Context: an optimization exercise on an open-source flow, tuned for small area, a short achievable clock period and few clock cycles per item. The choices shown serve that exercise and are no tape-out recipe. Function was checked by simulation only, so behaviour that the tests miss may differ from the original. Power is estimated from default activity; no workload was simulated.

==> flow/design.v <==
package lct_pkg;
  localparam int DEPTH_DEFAULT = 16;
  localparam int CMD_W         = 2;
  localparam int KEY_W         = 16;
  localparam int VALUE_W       = 32;
  localparam logic [VALUE_W-1:0] MISS_WORD = 32'hBF80_0000;
  typedef enum logic [CMD_W-1:0] {
    CMD_LOOKUP = 2'd0,
    CMD_INSERT = 2'd1,
    CMD_CLEAR  = 2'd2
  } cmd_t;
  typedef struct packed {
    logic [KEY_W-1:0]   key;
    logic [VALUE_W-1:0] value;
  } entry_t;
  function automatic int addr_w(input int depth);
    addr_w = (depth > 1) ? $clog2(depth) : 1;
  endfunction
endpackage
module lct_ram #(
  parameter int DEPTH = lct_pkg::DEPTH_DEFAULT
) (
  input  logic                              clk,
  input  logic                              rd_en,
  input  logic [lct_pkg::addr_w(DEPTH)-1:0] rd_addr,
  output lct_pkg::entry_t                   rd_data,
  input  logic                              wr_en,
  input  logic [lct_pkg::addr_w(DEPTH)-1:0] wr_addr,
  input  lct_pkg::entry_t                   wr_data
);
  logic [lct_pkg::KEY_W+lct_pkg::VALUE_W-1:0] mem [0:DEPTH-1];
  always_ff @(posedge clk) begin
    if (wr_en) begin
      mem[wr_addr] <= wr_data;
    end
  end
  always_ff @(posedge clk) begin
    if (rd_en) begin
      rd_data <= mem[rd_addr];
    end
  end
endmodule
module lru_cache_table #(
  parameter int DEPTH = lct_pkg::DEPTH_DEFAULT
) (
  input  logic                        clk,
  input  logic                        rst,
  input  logic                        in_valid,
  output logic                        in_ready,
  input  logic [lct_pkg::CMD_W-1:0]   command,
  input  logic [lct_pkg::KEY_W-1:0]   key,
  input  logic [lct_pkg::VALUE_W-1:0] value,
  output logic                        out_valid,
  input  logic                        out_ready,
  output logic                        hit,
  output logic [lct_pkg::VALUE_W-1:0] read_data
);
  localparam int N  = DEPTH;
  localparam int IW = lct_pkg::addr_w(DEPTH);
  localparam int KW = lct_pkg::KEY_W;
  localparam int VW = lct_pkg::VALUE_W;
  logic                      req_v;
  logic [lct_pkg::CMD_W-1:0] req_cmd;
  logic [KW-1:0]             req_key;
  logic [VW-1:0]             req_val;
  logic [N-1:0]              req_m;     
  logic [KW-1:0] tk  [N];
  logic [IW-1:0] ptr [N];
  logic [N-1:0]  vld;
  logic [VW-1:0] sv  [N];
  logic [1:0]    rq_n;
  logic          rq_hit  [2];
  logic          rq_miss [2];
  logic [IW-1:0] rq_slot [2];
  logic          o_free;
  logic          rq_pop;
  logic          r_hit, r_miss;
  logic          go;
  logic [N:0]    ahead;     
  logic [N:0]    full;      
  logic          any;
  logic [N-1:0]  first;     
  logic [N-1:0]  hole;      
  logic [IW-1:0] hptr;
  logic [IW-1:0] wslot;
  logic          is_lk, is_ins, is_clr;
  logic          do_hit, do_ins, do_clr;
  logic [N-1:0]  rot;       
  logic [N-1:0]  eq;
  logic          eq_req;
  logic [N-1:0]  m_d;
  assign go       = req_v && !rq_n[1];
  assign in_ready = !req_v || !rq_n[1];
  assign o_free   = !out_valid || out_ready;
  assign rq_pop   = o_free && (rq_n != 2'd0);
  assign is_lk  = (req_cmd == lct_pkg::CMD_LOOKUP);
  assign is_ins = (req_cmd == lct_pkg::CMD_INSERT);
  assign is_clr = (req_cmd == lct_pkg::CMD_CLEAR);
  always_comb begin
    ahead[0] = 1'b0;
    full[0]  = 1'b1;
    for (int p = 0; p < N; p++) begin
      ahead[p+1] = ahead[p] || req_m[p];
      full[p+1]  = full[p] && vld[p];
    end
    any = ahead[N];
    for (int p = 0; p < N; p++) begin
      first[p] = req_m[p] && !ahead[p];
      hole[p]  = full[p] && (!vld[p] || (p == N - 1));
    end
    hptr  = '0;
    wslot = '0;
    for (int p = 0; p < N; p++) begin
      hptr  = hptr | ({IW{first[p]}} & ptr[p]);
      wslot = wslot | ({IW{hole[p]}} & ptr[p]);
    end
  end
  assign do_hit = go && is_lk && any;
  assign do_ins = go && is_ins;
  assign do_clr = go && is_clr && any;
  assign r_hit  = is_lk && any;
  assign r_miss = is_lk && !any;
  always_comb begin
    for (int p = 0; p < N; p++) begin
      rot[p] = (do_ins && full[p]) || (do_hit && !ahead[p]);
    end
  end
  always_comb begin
    for (int p = 0; p < N; p++) begin
      eq[p] = vld[p] && (tk[p] == key);
    end
    eq_req = (req_key == key);
    for (int p = 0; p < N; p++) begin
      if (rot[p]) begin
        m_d[p] = (p == 0) ? eq_req : eq[(p + N - 1) % N];
      end else begin
        m_d[p] = eq[p] && !(do_clr && first[p]);
      end
    end
  end
  always_ff @(posedge clk) begin
    if (rot[0]) begin
      tk[0] <= req_key;
    end
    for (int p = 1; p < N; p++) begin
      if (rot[p]) begin
        tk[p] <= tk[p-1];
      end
    end
  end
  always_ff @(posedge clk) begin
    if (rst) begin
      for (int p = 0; p < N; p++) begin
        ptr[p] <= IW'(p);
      end
    end else begin
      if (rot[0]) begin
        ptr[0] <= do_ins ? wslot : hptr;
      end
      for (int p = 1; p < N; p++) begin
        if (rot[p]) begin
          ptr[p] <= ptr[p-1];
        end
      end
    end
  end
  always_ff @(posedge clk) begin
    if (rst) begin
      vld <= '0;
    end else begin
      if (rot[0]) begin
        vld[0] <= 1'b1;
      end else if (do_clr && first[0]) begin
        vld[0] <= 1'b0;
      end
      for (int p = 1; p < N; p++) begin
        if (rot[p]) begin
          vld[p] <= vld[p-1];
        end else if (do_clr && first[p]) begin
          vld[p] <= 1'b0;
        end
      end
    end
  end
  always_ff @(posedge clk) begin
    for (int s = 0; s < N; s++) begin
      if (do_ins && (wslot == IW'(s))) begin
        sv[s] <= req_val;
      end
    end
  end
  always_ff @(posedge clk) begin
    if (in_ready) begin
      req_cmd <= command;
      req_key <= key;
      req_val <= value;
      req_m   <= m_d;
    end
  end
  always_ff @(posedge clk) begin
    if (rst) begin
      req_v     <= 1'b0;
      rq_n      <= 2'd0;
      out_valid <= 1'b0;
    end else begin
      if (in_ready) begin
        req_v <= in_valid;
      end
      if (o_free) begin
        out_valid <= (rq_n != 2'd0);
      end
      rq_n <= rq_n + {1'b0, go} - {1'b0, rq_pop};
    end
  end
  always_ff @(posedge clk) begin
    if (rq_pop) begin
      rq_hit[0]  <= rq_hit[1];
      rq_miss[0] <= rq_miss[1];
      rq_slot[0] <= rq_slot[1];
    end
    if (go && (rq_n == (rq_pop ? 2'd1 : 2'd0))) begin
      rq_hit[0]  <= r_hit;
      rq_miss[0] <= r_miss;
      rq_slot[0] <= hptr;
    end
    if (go) begin
      rq_hit[1]  <= r_hit;
      rq_miss[1] <= r_miss;
      rq_slot[1] <= hptr;
    end
  end
  always_ff @(posedge clk) begin
    if (o_free) begin
      hit       <= rq_hit[0];
      read_data <= rq_hit[0] ? sv[rq_slot[0]] : (rq_miss[0] ? lct_pkg::MISS_WORD : '0);
    end
  end
endmodule
==> flow/run.sh <==
#!/bin/bash
# synth_recipe.tcl (not shown) runs the flow's synth.tcl, then flattens the netlist and writes it again
# the make line also repeats each setting of config.mk as NAME=value (left out here)
make -C /OpenROAD-flow-scripts/flow DESIGN_CONFIG=/design/flow/config.mk WORK_HOME=/design/flow/orfs CLKGATE_MAP_FILE= SYNTH_SCRIPT=/design/flow/synth_recipe.tcl finish
==> flow/config.mk <==
export PLATFORM = sky130hd
export DESIGN_NAME = lru_cache_table
export DESIGN_NICKNAME = lru_cache_table
export VERILOG_FILES = /design/flow/design.v
export SDC_FILE = /design/flow/constraint.sdc
export NUM_CORES = 4
export LEC_CHECK = 0
export CAP_MARGIN = 20
export CORE_MARGIN = 2
export CORE_UTILIZATION = 60
export SETUP_SLACK_MARGIN = 2.5
export SLEW_MARGIN = 20
==> flow/constraint.sdc <==
create_clock -name core_clock -period 5.0 [get_ports {clk}]
set_input_delay 1.0000 -clock core_clock [delete_from_list [all_inputs] [get_ports {clk}]]
set_output_delay 1.0000 -clock core_clock [all_outputs]
set_load 0.01 [all_outputs]
==> results of run 1 <==
[worst max path at each step]
stage	to	slack, ns
2_1_floorplan	vld[14]	2.25
3_3_place_gp	req_m[1]	1.10
3_5_place_dp	req_m[1]	1.10
4_1_cts	sv[14][1]	2.31
5_1_grt	sv[2][5]	2.16
6_report	sv[4][9]	2.23
[routing by layer]
metal	wire length, um	part of all wire	vias to the layer above
li1	-	-	10727
met1	40400	0.32	12826
met2	62500	0.50	1940
met3	13200	0.11	527
met4	9560	0.076	0
met5	0	0	-
[metrics by stage]
step                      instance area (um^2)  power [uW]
after floorplan                          38800       11700
after global placement                   40900       13400
after detailed placement                 40900       13400
after CTS                                47600       21800
after global routing                     49300       22800
final                                    49300       22400
[cells in the mapped netlist (4+ instances only)]
cell type  number
nand3b_1       28
nor4_1         36
o21a_1          5
edfxtp_1      879
a31o_2          4
mux2_2         16
nor3_1         24
nor2b_1        17
and3_1         14
nand4_1        60
a22oi_1       110
nor4bb_1        7
nand2b_1       29
a211oi_1        4
a2111oi_0       6
buf_1           9
and2_1          6
a32o_1          7
buf_2          10
o221ai_1        6
nand2_1       139
inv_1          24
mux2i_1        55
a32oi_1         8
or3_1           5
a31oi_1        26
nand3_1        71
nor2_1         98
o211ai_1        5
xnor2_1       225
a21boi_0        5
o2111ai_1       8
o22ai_1         5
a21o_1          4
a221oi_1       43
a21oi_1        68
xor2_1         49
o221a_2         5
dfxtp_1        84
o21ai_0        64
a222oi_1       11
clkbuf_1      122
a22o_1         42
[layout make-up]
class,count,area (um^2),area share
sequential,963,28100,0.571
clock buffer,104,2470,0.0502
timing repair buffer,469,5720,0.116
multi-input combinational,1391,10800,0.219
tap,846,1060,0.0215
clock inverter,73,966,0.0196
timing repair inverter,1,7.51,0.000152
inverter,28,150,0.00305
[critical path, cell delays in order, from the launching register on]
cell	delay, ns
dfxtp_2	0.33
buf_6	0.13
nor2b_1	0.05
a221o_1	0.35
a31oi_4	0.19
o211ai_1	0.13
buf_4	0.18
buf_6	0.12
or3b_4	0.45
nor2_4	0.14
buf_12	0.15
buf_12	0.19
[state kept, by name (all words and copies together) (netlist names), 8 cells and up]
name       flops
tk           256
req_m         16
req_val       32
ptr           64
vld           16
read_data     32
req_key       16
rq_slot        8
sv           512
[what timing repair did]
item,4_1_cts,5_1_grt
pin swaps,52,51
hold buffers,0,0
gates cloned,26,26
setup endpoints to repair,939,685
buffers inserted,162,76
resized for setup,352,121
[cell families after synthesis]
group                    synth area share
buffers and inverters              0.0176
multiplexers                       0.0193
flip-flops                          0.730
XOR/XNOR                           0.0624
adder cells (fa/ha/maj)          0.000650
AO/OA/AOI/OAI                      0.0917
AND/OR/NAND/NOR                    0.0785
[power breakdown]
part / internal, uW / switching, uW
Sequential: 9280 / 292
Combinational: 1970 / 2950
Clock: 4680 / 3190
==> metrics.md, run 1 <==
| Metric | Value |
|---|---|
| Outcome | `timing/DRC/antenna clean` |
| Finish-stage setup viols | `0` |
| CTS buffer count | `96` |
| Largest net degree at the start of global routing | `54` |
| Total of fill cells in the finished design | `3485` |
| Top-area cell type share of the netlist area | `0.686` |
| Pwr dens | `454 nW/um^2` |
| Worst-margin pin slew | `1.06 ns` |
| Die height | `257 um` |
| First-pass GRT wire length | `169 mm` |
| Placed Instances | `3408` |
| Post-synthesis cell type count | `93` |
| Final core utilization | `0.780` |
| Nature of the critical path startpoint | `flop` |
| Kind of end point of the critical path | `flop` |
| DRT iter0 DRCs | `3592` |
| Reg2reg start | `vld[6]` |
| RSZ-0062 raised after global routing | `yes` |
| Worst VDD drop | `0.000318 V` |
| Met1 Use GR | `0.416` |
| Number of synthesized flops with an enable pin | `879` |
| H-tree level count | `3` |
| Max-cap violations | `0` |
| Synth area leader | `edfxtp_1` |
| Bufs on Longest Clock Path | `3` |
| Commonest non-fill, non-tap cell in the layout | `edfxtp_1` |
| Crit Path Max Fanout | `16` |
| Clk slew on worst S/H paths | `0.06 ns` |
| Minimum clock period after layout | `2.77 ns` |
| Dominant synthesized flop cell | `edfxtp_1` |
| N_diodes | `0` |
| IO Pins | `89` |
| Period utilization | `0.554` |
| Critical Path RT | `5.35 ns` |
| Most frequent cells in the layout | `edfxtp_1 (879), xnor2_1 (224), buf_4 (193)` |
| Cells after synthesis | `2524` |
| Placement Setup Slack | `1.10 ns` |
| Post-Syn Area | `38500 um^2` |
| Clock sinks | `963` |
| RR Endpoint | `sv[4][9]` |
| IO buf count | `88` |
| Worst reg2reg path depth | `11` |
| Die Width | `257 um` |
| Fraction of layout cells with a size suffix above 1 | `0.251` |
| M3 GR Usage | `0.0540` |
| Worst setup path startpoint | `vld[6]` |
| Final Hold Viols | `0` |
| CTS tree | `built` |
| Top post-synthesis cells by area | `edfxtp_1 (69%), xnor2_1 (5.1%), dfxtp_1 (4.4%)` |
| Top Usage Layer GRT | `met2` |
| Critical Path AT | `3.12 ns` |
| Count of pins over their slew limit | `0` |
| Avg WL per Cell | `32.4 um` |
| Hold path endpoint | `tk[15][7]` |
| DRC violations left | `0` |
| PnR worst setup slack | `2.23 ns` |
| Tot GR Track Use | `0.352` |
| Fin cells | `3875` |
| CTS root buf | `clkbuf_16` |
| Static leakage power | `0.0165 uW` |
| Vias per cell | `6.71` |
| Grt ovf | `0` |
| Met2 GRT Util | `0.622` |
| Yosys warnings | `7` |
| Achievable frequency | `361 MHz` |
| Syn_nets | `2580` |
| First drt pass iteration count | `6` |
| Clock Latency Late Sink | `0.66 ns` |
| Asr flop ratio synth | `0` |
| Hold Path Origin | `tk[14][7]` |
| Starting Density | `0.609` |
| WS Path Type | `flop to flop` |
| Rel. slew slack | `0.292` |
| Gpl congestion | `0.903` |
| Antenna Nets Post-Route | `0` |
| Core Box Area | `63200 um^2` |
| Nets | `3006` |
| Seq cells post-synth | `963` |
| Vias post-DR | `26.0k` |
| FP Rows | `92` |
| Die area | `66200 um^2` |
| HPWL Detailed | `65.4 mm` |
| Syn avg cell area | `15.2 um^2` |
| Hold path depth | `0` |
| Antenna violations before repair | `1` |
| Area grow syn2layout | `28.1%` |
| Tightest Hold Check Type | `flop to flop` |
| Sequential share of the synthesized area | `0.730` |
| Hold WS | `0.456 ns` |
| Setup TNS | `0 ns` |
| Routed wire length | `126 mm` |
| Vias in the first global route | `25.4k` |
| Flop2flop setup slack | `2.23 ns` |
| Max Clock Skew | `0.0250 ns` |
Testbench counts, summed over its fixed seeds: cycles 16,024, requests 16,000.
==> run 2, diff against run 1 <==
--- a/flow/config.mk
+++ b/flow/config.mk
@@ -9,4 +9,4 @@
 export CORE_MARGIN = 2
 export CORE_UTILIZATION = 60
-export SETUP_SLACK_MARGIN = 2.5
+export SETUP_SLACK_MARGIN = 2.2
 export SLEW_MARGIN = 20
==> run 2 against run 1 <==
Still clean on timing, DRC and antenna. Critical path depth is 5 lower. Total power is 7.0% lower. Fmax is 3.0% lower. Die area stayed put. Critical path type unchanged. Critical endpoint is now rq_slot[0][1]. Largest cell class unchanged.
==> metrics.md, run 2 <==
| Metric | Value |
|---|---|
| Worst-margin pin slew | `0.846 ns (-0.217 ns)` |
| Crit Path Max Fanout | `13 (-3)` |
| Routed wire length | `109 mm (-14%)` |
| First-pass GRT wire length | `156 mm (-7.6%)` |
| Avg WL per Cell | `29.6 um (-8.6%)` |
| DRC violations left | `0 (unchanged)` |
| FP Rows | `92 (unchanged)` |
| Tot GR Track Use | `0.322 (-0.0292)` |
| IO buf count | `88 (unchanged)` |
| Final Hold Viols | `0 (unchanged)` |
| Seq cells post-synth | `963 (unchanged)` |
| Die area | `66200 um^2 (unchanged)` |
| CTS root buf | `clkbuf_16` |
| Critical Path AT | `3.25 ns (+0.13 ns)` |
| Antenna violations before repair | `1 (unchanged)` |
| IO Pins | `89 (unchanged)` |
| Fraction of layout cells with a size suffix above 1 | `0.167 (-0.0833)` |
| Post-Syn Area | `38500 um^2 (unchanged)` |
| Core Box Area | `63200 um^2 (unchanged)` |
| Finish-stage setup viols | `0 (unchanged)` |
| Asr flop ratio synth | `0 (unchanged)` |
| Flop2flop setup slack | `2.14 ns (-0.09 ns)` |
| HPWL Detailed | `66.7 mm (+2.0%)` |
| Post-synthesis cell type count | `93 (unchanged)` |
| Minimum clock period after layout | `2.86 ns (+0.0860 ns)` |
| Clock sinks | `963 (unchanged)` |
| Ordered list of cells on the worst path | `or4_4 > nor4_4 > buf_4 > a2111oi_0 > nand4_1 > mux2_2` |
| Pwr dens | `458 nW/um^2 (+0.89%)` |
| Most frequent cells in the layout | `edfxtp_1 (879), xnor2_1 (224), nand2_1 (137)` |
| Final core utilization | `0.719 (-0.0611)` |
| Outcome | `timing/DRC/antenna clean` |
| Tightest Hold Check Type | `flop to flop` |
| Vias post-DR | `23.9k (-8.2%)` |
| Nature of the critical path startpoint | `flop` |
| Syn avg cell area | `15.2 um^2 (unchanged)` |
| Kind of end point of the critical path | `flop` |
| N_diodes | `0 (unchanged)` |
| Hold path endpoint | `tk[6][13]` |
| Static leakage power | `0.0147 uW (-11%)` |
| Number of synthesized flops with an enable pin | `879 (unchanged)` |
| Clk slew on worst S/H paths | `0.06 ns (about the same)` |
| Die height | `257 um (unchanged)` |
| Commonest non-fill, non-tap cell in the layout | `edfxtp_1` |
| Clock share of power | `0.346 (-0.006)` |
| Placed Instances | `3409 (+0.029%)` |
| Achievable frequency | `350 MHz (-3.0%)` |
| Grt ovf | `0 (unchanged)` |
| Gpl congestion | `0.930 (+3.0%)` |
| Pint | `15000 uW (-6.0%)` |
| CTS buffer count | `96 (unchanged)` |
| Hold WS | `0.470 ns (+0.0136 ns)` |
| Dominant synthesized flop cell | `edfxtp_1` |
| Area grow syn2layout | `18.1%` |
| Vias per cell | `6.52 (-2.9%)` |
| WS Path Type | `flop to flop` |
| RR Endpoint | `rq_slot[0][1]` |
| DRT iter0 DRCs | `2722 (-24%)` |
| Synth area leader | `edfxtp_1` |
| Design area | `45400 um^2 (-7.8%)` |
| Net load switching power | `5820 uW (-9.5%)` |
| Top-area cell type share of the netlist area | `0.686 (unchanged)` |
| Reg2reg start | `req_m[2]` |
| Max Clock Skew | `0.0132 ns (-0.0118 ns)` |
| Largest net degree at the start of global routing | `67 (+24%)` |
| First drt pass iteration count | `8 (+2)` |
| Top post-synthesis cells by area | `edfxtp_1 (69%), xnor2_1 (5.1%), dfxtp_1 (4.4%)` |
| Combinational fraction of design power | `0.192 (-0.028)` |
| Top reg by flops | `sv` |
| Rel. slew slack | `0.436 (+0.145)` |
| Critical Path RT | `5.39 ns (+0.04 ns)` |
| Die Width | `257 um (unchanged)` |
| Delay-heaviest family, CP | `simple AND/OR/NAND/NOR gates` |
| Max incr delay on CP | `0.62 ns (+0.17 ns)` |
| Hold Path Origin | `tk[5][13]` |
| RSZ-0062 raised after global routing | `yes` |
| CP bufs+invs | `1 (-4)` |
| Sw frac | `0.280 (-0.00775)` |
| Syn_nets | `2580 (unchanged)` |
| H-tree level count | `3 (unchanged)` |
| Clock Latency Late Sink | `0.65 ns (about the same)` |
| Hold path depth | `0 (unchanged)` |
| Setup TNS | `0 ns (unchanged)` |
| Nets | `2793 (-7.1%)` |
| Biggest regs | `sv x512, tk x256, ptr x64` |
| Max-cap violations | `0 (unchanged)` |
| Period utilization | `0.571 (+0.0172)` |
| Area after DPL | `40800 um^2 (-0.26%)` |
| Worst reg2reg path depth | `6 (-5)` |
| Sequential share of power | `0.462 (+0.034)` |
| Cells after synthesis | `2524 (unchanged)` |
| Starting Density | `0.609 (unchanged)` |
| Top cells by count, synth | `edfxtp_1 (879), xnor2_1 (225), nand2_1 (139)` |
| Sequential share of the synthesized area | `0.730 (unchanged)` |
| Most common cell in the netlist | `edfxtp_1` |
| Yosys warnings | `7 (unchanged)` |
| Antenna Nets Post-Route | `0 (unchanged)` |
| Count of pins over their slew limit | `0 (unchanged)` |
| Vias in the first global route | `23.8k (-6.4%)` |
| CTS tree | `built` |
| Bufs on Longest Clock Path | `3 (unchanged)` |
| Worst VDD drop | `0.000367 V (+15%)` |
| Max reg flops | `512 (unchanged)` |
| Fin cells | `3662 (-5.5%)` |
| Slowest CP cell | `a2111oi_0` |
run 2: area by class of cell:
class	count	area (um^2)
flip-flops and latches	963	28100
clock buffers	118	2550
fillers	4091	17800
clock inverters	59	592
well taps	846	1060
multi-input cells	1390	10400
repair buffers	258	2570
inverters	28	141
run 2: cells by family (layout without fill, tap and decap cells):
kind of cell | Yosys count | after routing | share of synthesized area
simple gates | 569 | 569 | 0.0785
mux | 72 | 72 | 0.0193
compound gates | 472 | 473 | 0.0917
xor+xnor | 274 | 274 | 0.0624
flops | 963 | 963 | 0.730
fa+ha+maj | 2 | 2 | 0.000650
buf+inv | 172 | 463 | 0.0176
run 2: how the worst max path moves through the flow:
stage | from | to | slack, ns | cells past startpoint
4_1_cts | vld[6] | sv[2][6] | 2.20 | 8
6_report | req_m[2] | rq_slot[0][1] | 2.14 | 6
3_3_place_gp | key[0] | req_m[4] | 0.89 | 7
5_1_grt | rq_slot[0][2] | read_data[28] | 2.12 | 10
2_1_floorplan | vld[5] | sv[12][0] | 1.93 | 7
3_5_place_dp | key[0] | req_m[4] | 0.89 | 7
run 2: worst register-to-register path, delay by kind of cell (launching register included):
kind / cells / cell delay [ns]
simple gates: 3 / 0.86
compound gates: 1 / 0.62
mux: 1 / 0.39
buf+inv: 1 / 0.17
flops: 1 / 0.59
run 2: metal layers:
layer	global-route usage	vias up	routed length [um]	share of wire
met3	0.0456	307	8540	0.079
met5	0	-	13	0.00012
met2	0.565	1341	55800	0.51
li1	-	10273	-	-
met1	0.397	11961	39000	0.36
met4	0.150	2	5190	0.048
run 2: power groups by stage:
stage | clock network [uW] | registers, uW | logic, uW
2_1_floorplan | 0 | 9700 | 2010
3_3_place_gp | 0 | 9820 | 3520
3_5_place_dp | 0 | 9830 | 3560
4_1_cts | 7240 | 9600 | 3840
5_1_grt | 7560 | 9640 | 4170
6_report | 7200 | 9610 | 3990
run 2: what timing repair did:
item	in CTS	in global routing
setup buffers	52	20
gates resized for setup	131	60
pin swaps	14	12
endpoints found under the setup margin	858	681
gates cloned	1	3
hold buffers	0	0
run 2: through the flow:
stage	setup slack, ns	total power (uW)
finish	2.14	20800
global route	2.12	21400
floorplan	1.93	11700
global placement	0.887	13300
CTS	2.20	20700
detailed placement	0.892	13400
==> run 3, diff against run 2 <==
--- a/flow/config.mk
+++ b/flow/config.mk
@@ -9,4 +9,6 @@
 export CORE_MARGIN = 2
 export CORE_UTILIZATION = 60
-export SETUP_SLACK_MARGIN = 2.2
+export CTS_CLUSTER_DIAMETER = 110
+export CTS_CLUSTER_SIZE = 24
+export SETUP_SLACK_MARGIN = 2.4
 export SLEW_MARGIN = 20
==> run 3 against run 2 <==
Still clean on timing, DRC and antenna. Routed wire length up 5.2%. Sequential share of layout area fell by 0.27 points. Non-clock buffer count grew 129. Utilization rose by 0.35 points. Highest routed layer unchanged.
==> metrics.md, run 3 <==
| Metric | Value |
|---|---|
| Die Width | `257 um (unchanged)` |
| Antenna violations before repair | `5 (+4)` |
| FP Rows | `92 (unchanged)` |
| DRC violations left | `0 (unchanged)` |
| Syn_nets | `2580 (unchanged)` |
| Clk slew on worst S/H paths | `0.10 ns (+0.04 ns)` |
| Gpl congestion | `0.905 (-2.6%)` |
| H-tree level count | `2 (-1)` |
| Top post-synthesis cells by area | `edfxtp_1 (69%), xnor2_1 (5.1%), dfxtp_1 (4.4%)` |
| Sequential share of the synthesized area | `0.730 (unchanged)` |
| First-pass GRT wire length | `155 mm (-0.22%)` |
| Fraction of layout cells with a size suffix above 1 | `0.193 (+0.0258)` |
| Syn avg cell area | `15.2 um^2 (unchanged)` |
| Max reg flops | `512 (unchanged)` |
| CTS buffer count | `46 (-52%)` |
| Reg2reg start | `vld[5]` |
| Final Hold Viols | `0 (unchanged)` |
| Hold WS | `0.467 ns (-0.00274 ns)` |
| Cells after synthesis | `2524 (unchanged)` |
| Asr flop ratio synth | `0 (unchanged)` |
| N_diodes | `0 (unchanged)` |
| Avg WL per Cell | `31.0 um (+4.7%)` |
| Grt ovf | `0 (unchanged)` |
| Commonest non-fill, non-tap cell in the layout | `edfxtp_1` |
| CTS tree | `built` |
| Count of pins over their slew limit | `0 (unchanged)` |
| Max Clock Skew | `0.0379 ns (+0.0247 ns)` |
| First drt pass iteration count | `9 (+1)` |
| Starting Density | `0.609 (unchanged)` |
| Worst setup path startpoint | `vld[5]` |
| Worst reg2reg path depth | `9 (+3)` |
| Seq cells post-synth | `963 (unchanged)` |
| Biggest regs | `sv x512, tk x256, ptr x64` |
| Post-synthesis cell type count | `93 (unchanged)` |
| Top reg by flops | `sv` |
| Top cells by count, synth | `edfxtp_1 (879), xnor2_1 (225), nand2_1 (139)` |
| IO Pins | `89 (unchanged)` |
| Vias per cell | `6.60 (+1.2%)` |
| Ordered list of cells on the worst path | `buf_6 > nor2b_1 > a221o_1 > a31oi_4 > o211ai_1 > or3b_4 > buf_12 > nor2_4 > buf_12` |
| Period utilization | `0.551 (-0.0202)` |
| Outcome | `timing/DRC/antenna clean` |
| Achievable frequency | `363 MHz (+3.7%)` |
| Largest net degree at the start of global routing | `67 (unchanged)` |
| Antenna Nets Post-Route | `0 (unchanged)` |
| Number of synthesized flops with an enable pin | `879 (unchanged)` |
| Most common cell in the netlist | `edfxtp_1` |
| IO buf count | `88 (unchanged)` |
| Nature of the critical path startpoint | `flop` |
| Die area | `66200 um^2 (unchanged)` |
| Area grow syn2layout | `18.7%` |
| RR Endpoint | `sv[12][15]` |
| Dominant synthesized flop cell | `edfxtp_1` |
| Max incr delay on CP | `0.50 ns (-0.12 ns)` |
| Flop2flop setup slack | `2.25 ns (+0.10 ns)` |
| Top-area cell type share of the netlist area | `0.686 (unchanged)` |
| Hold-fix buffers, CTS | `0 (unchanged)` |
| Core Box Area | `63200 um^2 (unchanged)` |
| DRT iter0 DRCs | `3105 (+14%)` |
| Synth area leader | `edfxtp_1` |
| CTS root buf | `clkbuf_16` |
| Kind of end point of the critical path | `flop` |
| Placed Instances | `3412 (+0.088%)` |
| HPWL Detailed | `67.0 mm (+0.47%)` |
| Clock share of power | `0.233 (-0.113)` |
| Cell mode on critical path | `buf_12` |
| Finish-stage setup viols | `0 (unchanged)` |
| Yosys warnings | `7 (unchanged)` |
| WS Path Type | `flop to flop` |
| Die height | `257 um (unchanged)` |
| Combinational fraction of design power | `0.241 (+0.049)` |
| Sw frac | `0.298 (+0.0182)` |
| Final core utilization | `0.722 (+0.00348)` |
| Fin cells | `3680 (+0.49%)` |
| Critical Path RT | `5.32 ns (-0.07 ns)` |
| Nets | `2872 (+2.8%)` |
| RSZ-0062 raised after global routing | `yes` |
| Tot GR Track Use | `0.323 (+0.000433)` |
| Crit Path Max Fanout | `32 (+19)` |
| Post-Syn Area | `38500 um^2 (unchanged)` |
| Worst Setup EP | `sv[12][15]` |
| Pwr dens | `398 nW/um^2 (-13%)` |
| Tightest Hold Check Type | `flop to flop` |
| Max-cap violations | `0 (unchanged)` |
| Bufs on Longest Clock Path | `3 (unchanged)` |
| Slowest CP cell | `or3b_4` |
| Minimum clock period after layout | `2.75 ns (-0.101 ns)` |
| Worst VDD drop | `0.000282 V (-23%)` |
| Worst-margin pin slew | `0.937 ns (+0.0907 ns)` |
| Net load switching power | `5420 uW (-7.0%)` |
| Rel. slew slack | `0.369 (-0.0671)` |
| Vias in the first global route | `23.8k (-0.038%)` |
| Sequential share of power | `0.527 (+0.065)` |
| Clock Latency Late Sink | `0.65 ns (about the same)` |
| Routed wire length | `114 mm (+5.2%)` |
| Pint | `12700 uW (-15%)` |
| Setup TNS | `0 ns (unchanged)` |
| Vias post-DR | `24.3k (+1.7%)` |
| Critical Path AT | `3.08 ns (-0.17 ns)` |
| Most frequent cells in the layout | `edfxtp_1 (879), xnor2_1 (223), buf_4 (181)` |
| Static leakage power | `0.0147 uW (+0.23%)` |
| Clock sinks | `963 (unchanged)` |
## run 3: cell count changes in the layout (fill, tap and decap cells not counted), sizes merged, moves of 2 or more
cell,before,now
buf,168,278
clkinv,46,4
clkbuf,124,86
bufinv,11,0
clkdlybuf4s50,74,69
clkdlybuf4s15,8,11
clkdlybuf4s18,0,2
## run 3: power by group through the flow
stage          combinational [uW]  sequential (uW)  clock, uW
4_1_cts                      4010             9570       4250
6_report                     4370             9570       4220
2_1_floorplan                2040             9700          0
3_5_place_dp                 3610             9840          0
5_1_grt                      4550             9600       4500
3_3_place_gp                 3570             9820          0
## run 3: critical path: cells and delay by family, from the launching register on
| kind | cells | cell delay, ns |
|---|---|---|
| simple gates | 3 | 0.72 |
| flops | 1 | 0.39 |
| buf+inv | 3 | 0.54 |
| compound gates | 3 | 0.70 |
## run 3: kinds of logic after synthesis
family / share of synthesized area
AOI/OAI and AO/OA: 0.0917
xor gates and xnor gates: 0.0624
adders and majority gates: 0.000650
buffers and inverters: 0.0176
DFF: 0.730
muxes: 0.0193
and+or+nand+nor: 0.0785
## run 3: routing by layer
metal  vias to the layer above  track usage  wire length [um]
met3                       342       0.0434              9260
li1                      10354            -                 -
met2                      1366        0.580             58500
met5                         -            0                39
met4                         6        0.138              7090
met1                     12230        0.391             39400
## run 3: how the worst min path moves through the flow
| stage | start | to | slack, ns | cells past startpoint |
|---|---|---|---|---|
| after floorplan | req_key[0] | tk[0][0] | 0.45 | 0 |
| after global placement | tk[12][8] | tk[13][8] | 0.45 | 0 |
| after detailed placement | tk[12][7] | tk[13][7] | 0.46 | 0 |
| after CTS | tk[4][9] | tk[5][9] | 0.47 | 0 |
| after global routing | tk[4][9] | tk[5][9] | 0.48 | 0 |
| final | tk[6][7] | tk[7][7] | 0.47 | 0 |
## run 3: final cells by class
| class | instances | area [um^2] |
|---|---|---|
| Multi-Input combinational cell | 1389 | 10600 |
| Timing Repair inverter | 1 | 7.51 |
| Sequential cell | 963 | 28100 |
| Clock inverter | 4 | 53.8 |
| Tap cell | 846 | 1060 |
| Fill cell | 4039 | 17600 |
| Timing Repair Buffer | 387 | 4450 |
| Inverter | 28 | 153 |
| Clock buffer | 62 | 1230 |
## run 3: timing repair
action                                  in CTS  in global routing
gates cloned                                 4                 28
hold endpoints to repair                     0                  0
pin swaps                                   26                 40
endpoints found under the setup margin     926                638
buffers inserted                           108                 62
resized for setup                          210                105
## run 3: stage by stage
step / setup slack (ns) / instance area [um^2] / power [uW]
6_report: 2.25 / 45600 / 18200
5_1_grt: 2.22 / 45600 / 18700
4_1_cts: 2.26 / 44000 / 17800
3_5_place_dp: 1.05 / 40900 / 13400
3_3_place_gp: 1.04 / 40900 / 13400
2_1_floorplan: 2.25 / 38700 / 11700
==> run 4, diff against run 3 <==
--- a/flow/config.mk
+++ b/flow/config.mk
@@ -11,4 +11,4 @@
 export CTS_CLUSTER_DIAMETER = 110
 export CTS_CLUSTER_SIZE = 24
-export SETUP_SLACK_MARGIN = 2.4
+export SETUP_SLACK_MARGIN = 2.0
 export SLEW_MARGIN = 20
==> run 4 against run 3 <==
Die area unchanged. Sequential share of layout area up 3.9 points. Count of clock-buffer cells in the layout unchanged.
==> metrics.md, run 4 <==
| Metric | Value |
|---|---|
| Count of pins over their slew limit | `0 (unchanged)` |
| Outcome | `timing/DRC/antenna clean` |
| Antenna violations before repair | `2 (-3)` |
| Seq cells post-synth | `963 (unchanged)` |
| Critical Path RT | `5.49 ns (+0.17 ns)` |
| Finish-stage setup viols | `0 (unchanged)` |
| Top-area cell type share of the netlist area | `0.686 (unchanged)` |
| Largest net degree at the start of global routing | `54 (-19%)` |
| RSZ-0062 raised after global routing | `yes` |
| Starting Density | `0.609 (unchanged)` |
| Total of fill cells in the finished design | `4373 (+8.3%)` |
| Vias in the first global route | `22.9k (-3.7%)` |
| Synth area leader | `edfxtp_1` |
| Clk slew on worst S/H paths | `0.10 ns (about the same)` |
| Biggest regs | `sv x512, tk x256, ptr x64` |
| Flop2flop setup slack | `2.05 ns (-0.20 ns)` |
| Tot GR Track Use | `0.310 (-0.0128)` |
| Area grow syn2layout | `11.5%` |
| Post-synthesis cell type count | `93 (unchanged)` |
| Fraction of layout cells with a size suffix above 1 | `0.119 (-0.0737)` |
| First drt pass iteration count | `8 (-1)` |
| Worst reg2reg path depth | `8 (-1)` |
| Kind of end point of the critical path | `flop` |
| Clock sinks | `963 (unchanged)` |
| WS Path Type | `flop to flop` |
| Avg WL per Cell | `29.2 um (-6.0%)` |
| Most frequent cells in the layout | `edfxtp_1 (879), xnor2_1 (225), nand2_1 (137)` |
| Gpl congestion | `0.906 (about the same)` |
| Static leakage power | `0.0135 uW (-8.2%)` |
| Vias per cell | `6.48 (-1.8%)` |
| IO buf count | `88 (unchanged)` |
| Max reg flops | `512 (unchanged)` |
| Critical Path AT | `3.44 ns (+0.36 ns)` |
| Setup TNS | `0 ns (unchanged)` |
| Achievable frequency | `339 MHz (-6.7%)` |
| Hold path depth | `0 (unchanged)` |
| Hold-fix buffers, CTS | `0 (unchanged)` |
| Worst-margin pin slew | `1.05 ns (+0.112 ns)` |
| Core Box Area | `63200 um^2 (unchanged)` |
| Yosys warnings | `7 (unchanged)` |
| Rel. slew slack | `0.295 (-0.0736)` |
| Worst VDD drop | `0.000289 V (+2.3%)` |
| CTS root buf | `clkbuf_16` |
| Number of synthesized flops with an enable pin | `879 (unchanged)` |
| Die height | `257 um (unchanged)` |
| DRC violations left | `0 (unchanged)` |
| Max-cap violations | `0 (unchanged)` |
| Post-Syn Area | `38500 um^2 (unchanged)` |
| DRT iter0 DRCs | `2575 (-17%)` |
| Most common cell in the netlist | `edfxtp_1` |
| First-pass GRT wire length | `150 mm (-3.5%)` |
| Antenna Nets Post-Route | `0 (unchanged)` |
| PnR worst setup slack | `2.05 ns (-0.197 ns)` |
| Minimum clock period after layout | `2.95 ns (+0.197 ns)` |
| HPWL Detailed | `65.8 mm (-1.8%)` |
| CTS tree | `built` |
| IO Pins | `89 (unchanged)` |
| Cells after synthesis | `2524 (unchanged)` |
| Grt ovf | `0 (unchanged)` |
| CTS buffer count | `46 (unchanged)` |
| FP Rows | `92 (unchanged)` |
| Final Hold Viols | `0 (unchanged)` |
| Nature of the critical path startpoint | `flop` |
| H-tree level count | `2 (unchanged)` |
| Syn_nets | `2580 (unchanged)` |
| Routed wire length | `103 mm (-9.8%)` |
| Vias post-DR | `22.9k (-5.9%)` |
| Asr flop ratio synth | `0 (unchanged)` |
| Period utilization | `0.590 (+0.0393)` |
| Syn avg cell area | `15.2 um^2 (unchanged)` |
| Clock Latency Late Sink | `0.64 ns (about the same)` |
| Max Clock Skew | `0.0409 ns (+0.00298 ns)` |
| Crit Path Max Fanout | `17 (-47%)` |
| Die area | `66200 um^2 (unchanged)` |
| Sequential share of the synthesized area | `0.730 (unchanged)` |
| Tightest Hold Check Type | `flop to flop` |
| Placement Setup Slack | `1.07 ns (+0.0269 ns)` |
| Die Width | `257 um (unchanged)` |
| Commonest non-fill, non-tap cell in the layout | `edfxtp_1` |
| Nets | `2719 (-5.3%)` |
| Bufs on Longest Clock Path | `3 (unchanged)` |
| Dominant synthesized flop cell | `edfxtp_1` |
| Top reg by flops | `sv` |
| Top post-synthesis cells by area | `edfxtp_1 (69%), xnor2_1 (5.1%), dfxtp_1 (4.4%)` |
| Top cells by count, synth | `edfxtp_1 (879), xnor2_1 (225), nand2_1 (139)` |
| Pwr dens | `411 nW/um^2 (+3.4%)` |
## run 4: cell counts after synthesis
No cell type changed its count.
## run 4: metal layers
| metal | global-route usage | up-vias | share of wire | wire length, um |
|---|---|---|---|---|
| li1 | - | 10037 | - | - |
| met1 | 0.386 | 11611 | 0.36 | 37300 |
| met2 | 0.562 | 1004 | 0.53 | 54600 |
| met3 | 0.0315 | 214 | 0.068 | 6980 |
| met4 | 0.113 | 0 | 0.040 | 4090 |
| met5 | 0 | - | 0 | 0 |
## run 4: final timing paths
kind,to,from
max,req_m[15],req_m[5]
min,tk[2][9],tk[1][9]
max reg2reg,req_m[15],req_m[5]
min reg2reg,tk[2][9],tk[1][9]
## run 4: layout make-up
cell class	instances	area, um^2	share of cell area
multi-input combinational	1390	10100	0.236
clock buffer	62	1230	0.0287
timing repair buffer	234	2180	0.0509
clock inverter	4	53.8	0.00125
tap	846	1060	0.0247
antenna	1	2.50	0.0000584
inverter	28	124	0.00289
sequential	963	28100	0.655
## run 4: repair_timing
action	4_1_cts	5_1_grt
endpoints found under the setup margin	804	515
gates cloned	1	0
setup buffers	39	5
resized for setup	86	21
pin swaps	11	2
## run 4: critical path, cell delays in order (launching register included)
cell and delay [ns]:
edfxtp_1 0.45, buf_4 0.22, or4_1 0.73, nor4_4 0.42, buf_4 0.20, a21oi_1 0.07
nor3_2 0.24, buf_6 0.26, mux2i_1 0.20
## run 4: logic make-up (layout without fill, tap and decap cells)
logic type,count (synthesis),in the layout,synth area share
AO/OA/AOI/OAI,472,472,0.0917
XOR/XNOR,274,274,0.0624
adder cells (fa/ha/maj),2,2,0.000650
buffers and inverters,172,328,0.0176
flip-flops,963,963,0.730
multiplexers,72,72,0.0193
other,0,1,0
AND/OR/NAND/NOR,569,570,0.0785
## run 4: through the flow
stage	area (um^2)	instances	hold slack, ns	power, uW	utilization
2_1_floorplan	38600	2524	0.447	11700	-
3_3_place_gp	40800	3416	0.450	13300	0.646
3_5_place_dp	40800	3416	0.456	13400	0.646
4_1_cts	42800	3522	0.454	17600	0.677
5_1_grt	42900	3527	0.471	18200	0.679
6_report	42900	3528	0.463	17600	0.679
## run 4: power by group
part	internal (uW)	leakage (uW)	switching (uW)
clock network	1750	0.000623	2430
registers	9270	0.00880	289
logic	1430	0.00407	2460
total	12500	0.0135	5180
==> run 5, diff against run 4 <==
--- a/flow/config.mk
+++ b/flow/config.mk
@@ -11,4 +11,4 @@
 export CTS_CLUSTER_DIAMETER = 110
 export CTS_CLUSTER_SIZE = 24
-export SETUP_SLACK_MARGIN = 2.0
+export SETUP_SLACK_MARGIN = 2.3
 export SLEW_MARGIN = 20
==> run 5 against run 4 <==
Still clean on timing, DRC and antenna. Cell count rose by 1.9%. Synthesized area did not move. Count of clock-buffer cells in the layout fell by 9. Cell area rose by 3.5%. Combinational power rose by 6.9%. Global-route usage rose by 1.9 points. Die area did not move.
==> metrics.md, run 5 <==
| Metric | Value |
|---|---|
| Outcome | `timing/DRC/antenna clean` |
| Finish-stage setup viols | `0 (unchanged)` |
| Fraction of layout cells with a size suffix above 1 | `0.167 (+0.0477)` |
| HPWL Detailed | `65.3 mm (-0.82%)` |
| Starting Density | `0.609 (unchanged)` |
| H-tree level count | `2 (unchanged)` |
| Placed Instances | `3402 (-0.41%)` |
| Seq. cell area | `28100 um^2 (+0.12%)` |
| Bufs on Longest Clock Path | `3 (unchanged)` |
| Post-Syn Area | `38500 um^2 (unchanged)` |
| Critical Path RT | `5.35 ns (-0.14 ns)` |
| Avg WL per Cell | `30.7 um (+5.3%)` |
| Max Clock Skew | `0.0275 ns (-0.0134 ns)` |
| Count of pins over their slew limit | `0 (unchanged)` |
| Total of fill cells in the finished design | `4181 (-4.4%)` |
| Routed wire length | `111 mm (+7.3%)` |
| Core Box Area | `63200 um^2 (unchanged)` |
| Syn_nets | `2580 (unchanged)` |
| Fin cells | `3594 (+1.9%)` |
| Die area | `66200 um^2 (unchanged)` |
| First drt pass iteration count | `9 (+1)` |
| Commonest non-fill, non-tap cell in the layout | `edfxtp_1` |
| Top post-synthesis cells by area | `edfxtp_1 (69%), xnor2_1 (5.1%), dfxtp_1 (4.4%)` |
| Clk slew on worst S/H paths | `0.10 ns (about the same)` |
| Tot GR Track Use | `0.329 (+0.0194)` |
| DRT iter0 DRCs | `3156 (+23%)` |
| FP Rows | `92 (unchanged)` |
| RSZ-0062 raised after global routing | `yes` |
| Vias post-DR | `23.9k (+4.7%)` |
| Clock sinks | `963 (unchanged)` |
| Clock Latency Late Sink | `0.63 ns (about the same)` |
| First-pass GRT wire length | `159 mm (+5.7%)` |
| Nature of the critical path startpoint | `flop` |
| Max incr delay on CP | `0.47 ns (-0.26 ns)` |
| CTS buffer count | `46 (unchanged)` |
| Top-area cell type share of the netlist area | `0.686 (unchanged)` |
| Pwr dens | `402 nW/um^2 (-2.3%)` |
| Minimum clock period after layout | `2.81 ns (-0.139 ns)` |
| Static leakage power | `0.0141 uW (+4.6%)` |
| Cells after synthesis | `2524 (unchanged)` |
| Most frequent cells in the layout | `edfxtp_1 (879), xnor2_1 (225), buf_4 (151)` |
| Hold-fix buffers, CTS | `0 (unchanged)` |
| Seq cells post-synth | `963 (unchanged)` |
| Slowest CP cell | `or3b_4` |
| Most common cell in the netlist | `edfxtp_1` |
| Worst-margin pin slew | `0.845 ns (-0.203 ns)` |
| Area grow syn2layout | `15.4%` |
| Tightest Hold Check Type | `flop to flop` |
| Number of synthesized flops with an enable pin | `879 (unchanged)` |
| Rel. slew slack | `0.430 (+0.135)` |
| Antenna violations before repair | `2 (unchanged)` |
| Largest net degree at the start of global routing | `67 (+24%)` |
| Yosys warnings | `7 (unchanged)` |
| Post-synthesis cell type count | `93 (unchanged)` |
| Final Hold Viols | `0 (unchanged)` |
| WS Path Type | `flop to flop` |
| CTS root buf | `clkbuf_16` |
| PnR worst setup slack | `2.19 ns (+0.139 ns)` |
| Biggest regs | `sv x512, tk x256, ptr x64` |
| Vias in the first global route | `23.6k (+3.3%)` |
| DRC violations left | `0 (unchanged)` |
| Top reg by flops | `sv` |
| Dominant synthesized flop cell | `edfxtp_1` |
| Nets | `2797 (+2.9%)` |
| Top cells by count, synth | `edfxtp_1 (879), xnor2_1 (225), nand2_1 (139)` |
| Area of the multi-input gates | `10500 um^2 (+3.1%)` |
| Crit Path Max Fanout | `8 (-9)` |
| Critical Path AT | `3.16 ns (-0.28 ns)` |
| Die height | `257 um (unchanged)` |
| Gpl congestion | `0.923 (+1.9%)` |
| IO Pins | `89 (unchanged)` |
| Setup TNS | `0 ns (unchanged)` |
| Antenna Nets Post-Route | `0 (unchanged)` |
| Kind of end point of the critical path | `flop` |
| Worst VDD drop | `0.000248 V (-14%)` |
| Syn avg cell area | `15.2 um^2 (unchanged)` |
| Sequential share of the synthesized area | `0.730 (unchanged)` |
| Vias per cell | `6.66 (+2.8%)` |
| Achievable frequency | `356 MHz (+5.0%)` |
| Max-cap violations | `0 (unchanged)` |
| N_diodes | `0 (-1)` |
| Asr flop ratio synth | `0 (unchanged)` |
| Die Width | `257 um (unchanged)` |
| Ordered list of cells on the worst path | `buf_6 > buf_4 > nor2_1 > a21oi_1 > a31oi_2 > o211ai_1 > buf_4 > or3b_4 > nor2_4 > buf_6 > clkbuf_16` |
| Period utilization | `0.562 (-0.0279)` |
| IO buf count | `88 (unchanged)` |
| Max reg flops | `512 (unchanged)` |
| Placement Setup Slack | `0.965 ns (-0.108 ns)` |
| Grt ovf | `0 (unchanged)` |
| Synth area leader | `edfxtp_1` |
| CTS tree | `built` |
## run 5: cell count changes in the layout (fill, tap and decap cells not counted), sizes merged
cell / change
bufbuf: +1
buf: +68
diode: -1
clkdlybuf4s15: +9
dlygate4sd2: -9
clkdlybuf4s50: -2
inv: -5
clkinvlp: +4
nor2: -1
clkbuf: +2
dlymetal6s2s: -1
o22ai: +1
## run 5: layout make-up
cell class / count / share of cell area
sequential: 963 / 0.633
clock buffer: 53 / 0.0265
tap: 846 / 0.0238
clock inverter: 2 / 0.00104
timing repair buffer: 311 / 0.0764
timing repair inverter: 1 / 0.000169
multi-input combinational: 1390 / 0.235
inverter: 28 / 0.00316
## run 5: timing repair
item,4_1_cts,5_1_grt
pin swaps,18,30
resized for setup,179,78
buffers inserted,68,47
gates cloned,12,10
setup endpoints to repair,863,726
## run 5: path summary, 6_finish.rpt
path         startpoint        end  slack [ns]  cells past startpoint
max reg2reg      vld[3]  sv[0][22]        2.19                     11
max              vld[3]  sv[0][22]        2.19                     11
min reg2reg    tk[2][3]   tk[3][3]        0.46                      0
min            tk[2][3]   tk[3][3]        0.46                      0
## run 5: kinds of logic (layout without fill, tap and decap cells)
group	after synthesis	after routing	synth area share
flip-flops	963	963	0.730
AND/OR/NAND/NOR	569	569	0.0785
AO/OA/AOI/OAI	472	473	0.0917
XOR/XNOR	274	274	0.0624
buffers and inverters	172	395	0.0176
multiplexers	72	72	0.0193
adder cells (fa/ha/maj)	2	2	0.000650
## run 5: through the flow
stage / hold WS (ns) / util / total power (uW) / cell area [um^2]
finish: 0.459 / 0.703 / 17800 / 44400
global route: 0.468 / 0.703 / 18300 / 44400
CTS: 0.460 / 0.689 / 17700 / 43600
detailed placement: 0.456 / 0.646 / 13400 / 40800
global placement: 0.450 / 0.646 / 13400 / 40800
floorplan: 0.447 / - / 11700 / 38700
## run 5: where the power goes
group          switching [uW]  internal, uW  leakage [uW]  total [uW]
clock                    2430          1690      0.000593        4120
combinational            2590          1570       0.00471        4160
sequential                280          9270       0.00881        9550
## run 5: routing by layer
metal | global-route usage | share of wire | wire length, um
met5 | 0 | 0.00025 | 28
met3 | 0.0371 | 0.073 | 8040
met2 | 0.582 | 0.52 | 57500
met1 | 0.414 | 0.35 | 39100
met4 | 0.140 | 0.053 | 5840
## run 5: critical path: cells and delay by family, from the launching register on
family | cells | cell delay [ns]
AND/OR/NAND/NOR | 3 | 0.85
buffers and inverters | 5 | 0.83
flip-flops | 1 | 0.35
AO/OA/AOI/OAI | 3 | 0.51
==> run 6, diff against run 5 <==
--- a/flow/config.mk
+++ b/flow/config.mk
@@ -11,4 +11,4 @@
 export CTS_CLUSTER_DIAMETER = 110
 export CTS_CLUSTER_SIZE = 24
-export SETUP_SLACK_MARGIN = 2.3
+export SETUP_SLACK_MARGIN = 2.2
 export SLEW_MARGIN = 20
==> run 6 against run 5 <==
Fmax rose by 0.47%. Cell count decreased by 1.2%. Synthesized area stayed put. Routed wire length is 3.5% lower. Critical path type unchanged. Critical endpoint is now sv[0][9]. Sequential share of layout area up 1.2 points. Combinational power shrank 4%.
==> metrics.md, run 6 <==
| Metric | Value |
|---|---|
| Outcome | `timing/DRC/antenna clean` |
| Tot GR Track Use | `0.317 (-0.0120)` |
| Top post-synthesis cells by area | `edfxtp_1 (69%), xnor2_1 (5.1%), dfxtp_1 (4.4%)` |
| Critical Path RT | `5.29 ns (-0.06 ns)` |
| Antenna Nets Post-Route | `0 (unchanged)` |
| Avg WL per Cell | `30.1 um (-2.3%)` |
| CTS buffer count | `46 (unchanged)` |
| Total of fill cells in the finished design | `4325 (+3.4%)` |
| Area grow syn2layout | `13.2%` |
| Number of synthesized flops with an enable pin | `879 (unchanged)` |
| Routed wire length | `107 mm (-3.5%)` |
| Post-Syn Area | `38500 um^2 (unchanged)` |
| Bufs on Longest Clock Path | `3 (unchanged)` |
| Design area | `43500 um^2 (-2.0%)` |
| Sequential share of the synthesized area | `0.730 (unchanged)` |
| Vias per cell | `6.59 (-1.1%)` |
| Critical Path AT | `3.09 ns (-0.07 ns)` |
| Top-area cell type share of the netlist area | `0.686 (unchanged)` |
| IO buf count | `88 (unchanged)` |
| DRC violations left | `0 (unchanged)` |
| FP Rows | `92 (unchanged)` |
| Setup TNS | `0 ns (unchanged)` |
| RSZ-0062 raised after global routing | `yes` |
| Commonest non-fill, non-tap cell in the layout | `edfxtp_1` |
| Hold-fix buffers, CTS | `0 (unchanged)` |
| Syn_nets | `2580 (unchanged)` |
| Post-synthesis cell type count | `93 (unchanged)` |
| Finish-stage setup viols | `0 (unchanged)` |
| Gpl congestion | `0.930 (+0.73%)` |
| Synth area leader | `edfxtp_1` |
| Period utilization | `0.560 (-0.00260)` |
| Top reg by flops | `sv` |
| First-pass GRT wire length | `154 mm (-3.1%)` |
| Hold WS | `0.464 ns (+0.00506 ns)` |
| H-tree level count | `2 (unchanged)` |
| N_diodes | `0 (unchanged)` |
| Most frequent cells in the layout | `edfxtp_1 (879), xnor2_1 (224), nand2_1 (137)` |
| Kind of end point of the critical path | `flop` |
| Count of pins over their slew limit | `0 (unchanged)` |
| Area after DPL | `40800 um^2 (about the same)` |
| Crit Path Max Fanout | `32 (+24)` |
| Dominant synthesized flop cell | `edfxtp_1` |
| Die Width | `257 um (unchanged)` |
| Starting Density | `0.609 (unchanged)` |
| Grt ovf | `0 (unchanged)` |
| HPWL Detailed | `66.7 mm (+2.2%)` |
| Rel. slew slack | `0.425 (-0.00510)` |
| Tightest Hold Check Type | `flop to flop` |
| Die area | `66200 um^2 (unchanged)` |
| Nature of the critical path startpoint | `flop` |
| First drt pass iteration count | `7 (-2)` |
| Area of the multi-input gates | `10400 um^2 (-0.49%)` |
| Yosys warnings | `7 (unchanged)` |
| Worst-margin pin slew | `0.860 ns (+0.0145 ns)` |
| Pwr dens | `409 nW/um^2 (+1.8%)` |
| Nets | `2740 (-2.0%)` |
| Syn avg cell area | `15.2 um^2 (unchanged)` |
| Clock Latency Late Sink | `0.64 ns (about the same)` |
| Max-cap violations | `0 (unchanged)` |
| Pwr Total | `17800 uW (-0.18%)` |
| Final core utilization | `0.689 (-0.0138)` |
| Core Box Area | `63200 um^2 (unchanged)` |
| Max reg flops | `512 (unchanged)` |
| Fraction of layout cells with a size suffix above 1 | `0.139 (-0.0283)` |
| WS Path Type | `flop to flop` |
| CTS tree | `built` |
| Achievable frequency | `357 MHz (+0.47%)` |
| Seq. cell area | `28100 um^2 (about the same)` |
| Clock sinks | `963 (unchanged)` |
| DRT iter0 DRCs | `2751 (-13%)` |
| IO Pins | `89 (unchanged)` |
| Final Hold Viols | `0 (unchanged)` |
| Vias in the first global route | `23.2k (-2.0%)` |
| Asr flop ratio synth | `0 (unchanged)` |
| Clk slew on worst S/H paths | `0.09 ns (about the same)` |
| Die height | `257 um (unchanged)` |
| Antenna violations before repair | `1 (-1)` |
| Seq cells post-synth | `963 (unchanged)` |
| Largest net degree at the start of global routing | `67 (unchanged)` |
| Cells after synthesis | `2524 (unchanged)` |
| Top cells by count, synth | `edfxtp_1 (879), xnor2_1 (225), nand2_1 (139)` |
| Most common cell in the netlist | `edfxtp_1` |
| CTS root buf | `clkbuf_16` |
| Biggest regs | `sv x512, tk x256, ptr x64` |
| Static leakage power | `0.0137 uW (-2.8%)` |
| Vias post-DR | `23.4k (-2.3%)` |
| Minimum clock period after layout | `2.80 ns (-0.0130 ns)` |
| Worst VDD drop | `0.000358 V (+44%)` |
| Max Clock Skew | `0.0284 ns (+0.000950 ns)` |
==> run 6: cell count changes in the layout (fill, tap and decap cells not counted), sizes merged <==
| cell | delta |
|---|---|
| buf | -50 |
| clkdlybuf4s50 | +3 |
| clkbuf | +2 |
| bufbuf | -1 |
| clkinv | +1 |
| dlygate4sd2 | +1 |
==> run 6: final timing paths <==
kind / from / end / slack (ns) / cells after the start
hold reg to reg: tk[2][6] / tk[3][6] / 0.46 / 0
hold / removal: tk[2][6] / tk[3][6] / 0.46 / 0
setup reg to reg: vld[14] / sv[0][9] / 2.20 / 7
setup / recovery: vld[14] / sv[0][9] / 2.20 / 7
==> run 6: timing repair <==
action	4_1_cts	5_1_grt
resized for setup	132	56
endpoints found under the setup margin	862	664
setup buffers	51	18
cloned	1	3
pin swaps	14	12
==> run 6: logic make-up after synthesis <==
logic type	Yosys count	share of synthesized area
DFF	963	0.730
and+or+nand+nor	569	0.0785
AOI/OAI and AO/OA	472	0.0917
xor gates and xnor gates	274	0.0624
buffers and inverters	172	0.0176
muxes	72	0.0193
adders and majority gates	2	0.000650
==> run 6: routing by layer <==
layer | share of wire | vias up | GRT usage
met5 | 0.00017 | - | 0
met4 | 0.045 | 2 | 0.127
met3 | 0.071 | 241 | 0.0391
met2 | 0.52 | 1160 | 0.566
met1 | 0.36 | 11882 | 0.395
li1 | - | 10093 | -
==> run 6: final cells by class <==
| class | count | share of cell area |
|---|---|---|
| flip-flops and latches | 963 | 0.646 |
| well taps | 846 | 0.0243 |
| clock buffers | 65 | 0.0286 |
| multi-input cells | 1390 | 0.239 |
| clock inverters | 3 | 0.00135 |
| inverters | 28 | 0.00316 |
| repair inverters | 1 | 0.000172 |
| repair buffers | 254 | 0.0575 |
==> run 6: worst max-delay path: stages (launching register included) <==
cell and delay, ns:
dfxtp_2 0.50, mux2i_1 0.23, a21oi_1 0.08, o21ai_0 0.26
and4b_1 0.39, or3b_4 0.50, nor2_4 0.12, buf_8 0.33
==> run 6: stage by stage <==
stage	setup WS (ns)	std cells
4_1_cts	2.16	3529
3_5_place_dp	0.892	3409
6_report	2.20	3550
3_3_place_gp	0.887	3409
5_1_grt	2.15	3550
2_1_floorplan	1.93	2524
==> run 6: where the power goes <==
| part | leakage (uW) | total [uW] | internal, uW | switching [uW] |
|---|---|---|---|---|
| Combinational | 0.00428 | 4000 | 1510 | 2490 |
| Clock | 0.000626 | 4210 | 1760 | 2450 |
| Sequential | 0.00881 | 9590 | 9270 | 318 |
==> run 7, diff against run 6 <==
--- a/flow/config.mk
+++ b/flow/config.mk
@@ -11,4 +11,5 @@
 export CTS_CLUSTER_DIAMETER = 110
 export CTS_CLUSTER_SIZE = 24
+export PLACE_DENSITY = 0.72
 export SETUP_SLACK_MARGIN = 2.2
 export SLEW_MARGIN = 20
==> run 7 against run 6 <==
Register-to-register slack worse by 0.07 ns. Worst hold slack worse by 0.0090 ns. Sequential share of layout area is 0.32 points lower. Critical endpoint is now sv[1][21]. Highest routed layer unchanged.
==> metrics.md, run 7 <==
| Metric | Value |
|---|---|
| Clock sinks | `963 (unchanged)` |
| Gpl congestion | `0.918 (-1.3%)` |
| Nature of the critical path startpoint | `flop` |
| Tot GR Track Use | `0.318 (+0.000509)` |
| Achievable frequency | `349 MHz (-2.4%)` |
| CP bufs+invs | `2 (+1)` |
| Post-Syn Area | `38500 um^2 (unchanged)` |
| Synth area leader | `edfxtp_1` |
| Area grow syn2layout | `13.8%` |
| Avg WL per Cell | `29.7 um (-1.0%)` |
| Routed wire length | `107 mm (about the same)` |
| Top post-synthesis cells by area | `edfxtp_1 (69%), xnor2_1 (5.1%), dfxtp_1 (4.4%)` |
| Grt ovf | `0 (unchanged)` |
| Ordered list of cells on the worst path | `nand2_1 > nor2_1 > o22ai_1 > o211ai_1 > buf_4 > nand3_4 > nor2_4 > buf_4` |
| First drt pass iteration count | `8 (+1)` |
| Die area | `66200 um^2 (unchanged)` |
| Syn_nets | `2580 (unchanged)` |
| Max reg flops | `512 (unchanged)` |
| Number of synthesized flops with an enable pin | `879 (unchanged)` |
| Critical Path RT | `5.33 ns (+0.04 ns)` |
| H-tree level count | `2 (unchanged)` |
| Dominant synthesized flop cell | `edfxtp_1` |
| Die height | `257 um (unchanged)` |
| CTS buffer count | `46 (unchanged)` |
| Antenna Nets Post-Route | `0 (unchanged)` |
| Vias in the first global route | `23.6k (+1.9%)` |
| Crit Path Max Fanout | `10 (-69%)` |
| Count of pins over their slew limit | `0 (unchanged)` |
| Kind of end point of the critical path | `flop` |
| DRC violations left | `0 (unchanged)` |
| Die Width | `257 um (unchanged)` |
| CTS tree | `built` |
| Placement Setup Slack | `0.944 ns (+0.0521 ns)` |
| Period utilization | `0.573 (+0.0135)` |
| Final Hold Viols | `0 (unchanged)` |
| Cell mode on critical path | `buf_4` |
| Largest net degree at the start of global routing | `47 (-30%)` |
| Fraction of layout cells with a size suffix above 1 | `0.154 (+0.0158)` |
| Top cells by count, synth | `edfxtp_1 (879), xnor2_1 (225), nand2_1 (139)` |
| Bufs on Longest Clock Path | `3 (unchanged)` |
| Critical Path AT | `3.20 ns (+0.11 ns)` |
| CTS root buf | `clkbuf_16` |
| Starting Density | `0.609 (unchanged)` |
| Commonest non-fill, non-tap cell in the layout | `edfxtp_1` |
| Most common cell in the netlist | `edfxtp_1` |
| IO Pins | `89 (unchanged)` |
| HPWL Detailed | `66.7 mm (about the same)` |
| Vias per cell | `6.67 (+1.2%)` |
| Sequential share of the synthesized area | `0.730 (unchanged)` |
| IO buf count | `88 (unchanged)` |
| Minimum clock period after layout | `2.87 ns (+0.0675 ns)` |
| Seq cells post-synth | `963 (unchanged)` |
| Max incr delay on CP | `0.49 ns (about the same)` |
| Asr flop ratio synth | `0 (unchanged)` |
| First-pass GRT wire length | `154 mm (+0.39%)` |
| Syn avg cell area | `15.2 um^2 (unchanged)` |
| Top reg by flops | `sv` |
| Vias post-DR | `23.9k (+2.2%)` |
| Pwr dens | `406 nW/um^2 (-0.66%)` |
| Yosys warnings | `7 (unchanged)` |
| RSZ-0062 raised after global routing | `yes` |
| Hold WS | `0.455 ns (-0.00899 ns)` |
| Delay-heaviest family, CP | `simple AND/OR/NAND/NOR gates` |
| Clk slew on worst S/H paths | `0.09 ns (about the same)` |
| Top-area cell type share of the netlist area | `0.686 (unchanged)` |
| Finish-stage setup viols | `0 (unchanged)` |
| Nets | `2785 (+1.6%)` |
| Rel. slew slack | `0.280 (-0.145)` |
| Setup TNS | `0 ns (unchanged)` |
| FP Rows | `92 (unchanged)` |
| Clock Latency Late Sink | `0.65 ns (about the same)` |
| Tightest Hold Check Type | `flop to flop` |
| Outcome | `timing/DRC/antenna clean` |
| Total of fill cells in the finished design | `4096 (-5.3%)` |
| Core Box Area | `63200 um^2 (unchanged)` |
| Max Clock Skew | `0.0206 ns (-0.00787 ns)` |
| Antenna violations before repair | `1 (unchanged)` |
| Slowest CP cell | `dfxtp_2` |
| Cells after synthesis | `2524 (unchanged)` |
| Worst-margin pin slew | `1.08 ns (+0.220 ns)` |
| PnR worst setup slack | `2.13 ns (-0.0675 ns)` |
| Post-synthesis cell type count | `93 (unchanged)` |
| Max-cap violations | `0 (unchanged)` |
| Static leakage power | `0.0139 uW (+1.4%)` |
| Worst VDD drop | `0.000319 V (-11%)` |
| Biggest regs | `sv x512, tk x256, ptr x64` |
| DRT iter0 DRCs | `3028 (+10%)` |
| WS Path Type | `flop to flop` |
| Most frequent cells in the layout | `edfxtp_1 (879), xnor2_1 (225), buf_4 (168)` |
| N_diodes | `0 (unchanged)` |
run 7: cell counts after synthesis:
No cell type changed its count.
run 7: cell type report:
cell class / instances / area [um^2] / share of cell area
Clock buffer: 54 / 1200 / 0.0275
Inverter: 28 / 143 / 0.00326
Clock inverter: 3 / 58.8 / 0.00134
Tap cell: 846 / 1060 / 0.0242
Sequential cell: 963 / 28100 / 0.643
Timing Repair Buffer: 298 / 2850 / 0.0650
Multi-Input combinational cell: 1392 / 10300 / 0.236
run 7: repair_timing:
item,CTS,global route
gates resized for setup,130,58
pin swaps,27,14
cloned,3,2
setup buffers,75,45
hold buffers,0,0
endpoints found under the setup margin,902,595
run 7: metrics by stage:
step	cell area (um^2)	power (uW)	utilization	std cells
6_report	43800	17800	0.693	3584
5_1_grt	43800	18300	0.693	3584
4_1_cts	43200	17600	0.683	3537
3_5_place_dp	40800	13400	0.645	3402
3_3_place_gp	40800	13300	0.646	3402
2_1_floorplan	38600	11700	-	2524
run 7: power breakdown:
part	switching (uW)	leakage (uW)	internal [uW]
registers	303	0.00881	9270
clock network	2420	0.000613	1730
logic	2520	0.00448	1540
total	5250	0.0139	12500
run 7: per-layer routing:
| layer | part of all wire | global-route usage | up-vias |
|---|---|---|---|
| met5 | 0.00017 | 0 | - |
| met4 | 0.054 | 0.144 | 2 |
| met3 | 0.083 | 0.0444 | 308 |
| met2 | 0.51 | 0.560 | 1379 |
| met1 | 0.35 | 0.391 | 12026 |
| li1 | - | - | 10176 |
run 7: worst paths after layout:
check                                from   endpoint  slack, ns  cells past startpoint
worst max register to register    vld[13]  sv[1][21]       2.13                      8
worst max-delay path              vld[13]  sv[1][21]       2.13                      8
worst min-delay path            tk[2][13]  tk[3][13]       0.46                      0
worst min register to register  tk[2][13]  tk[3][13]       0.46                      0
run 7: kinds of logic (layout without fill, tap and decap cells):
logic type	count (synthesis)	count (layout)	share of synthesized area
xor+xnor	274	274	0.0624
simple gates	569	570	0.0785
fa+ha+maj	2	2	0.000650
flops	963	963	0.730
mux	72	72	0.0193
compound gates	472	474	0.0917
buf+inv	172	383	0.0176

port drivers added, routing unchanged:
The flow's constraints put no driver on any port. The routed layouts listed below were extracted and timed again, unchanged, in two steps.
Step 1, drivers: a clkbuf_16 drives clk and a buf_2 each remaining input, both assumed.
Step 2 also shifts input and output timing later by t, the mid clock arrival at the registers, as if the neighbouring blocks saw the same clock.
Three values: ideal ports, drivers, drivers and shift; two values: the first two.
run | shift t [ns] | setup slack, ns | worst setup path at the end | worst register clock-pin slew, ns | cell pins on the clock port's net
run 1 | 0.718 | 2.231 / 2.231 / 1.870 | input to register | 0.07 / 0.07 | 1
run 2 | 0.710 | 2.145 / 2.145 / 1.572 | input to register | 0.07 / 0.07 | 1
run 3 | 0.695 | 2.246 / 2.246 / 1.792 | input to register | 0.11 / 0.11 | 1
run 4 | 0.693 | 2.049 / 2.029 / 1.487 | input to register | 0.10 / 0.10 | 1
run 5 | 0.685 | 2.189 / 2.189 / 1.593 | input to register | 0.10 / 0.10 | 1
run 6 | 0.690 | 2.202 / 2.202 / 1.592 | input to register | 0.10 / 0.10 | 1
run 7 | 0.705 | 2.134 / 2.134 / 1.637 | input to register | 0.10 / 0.10 | 1
After both steps every run listed still meets setup and hold. For run 6, which loses most, drivers alone change the setup slack by 0.000 ns; drivers and shift together by -0.610 ns.
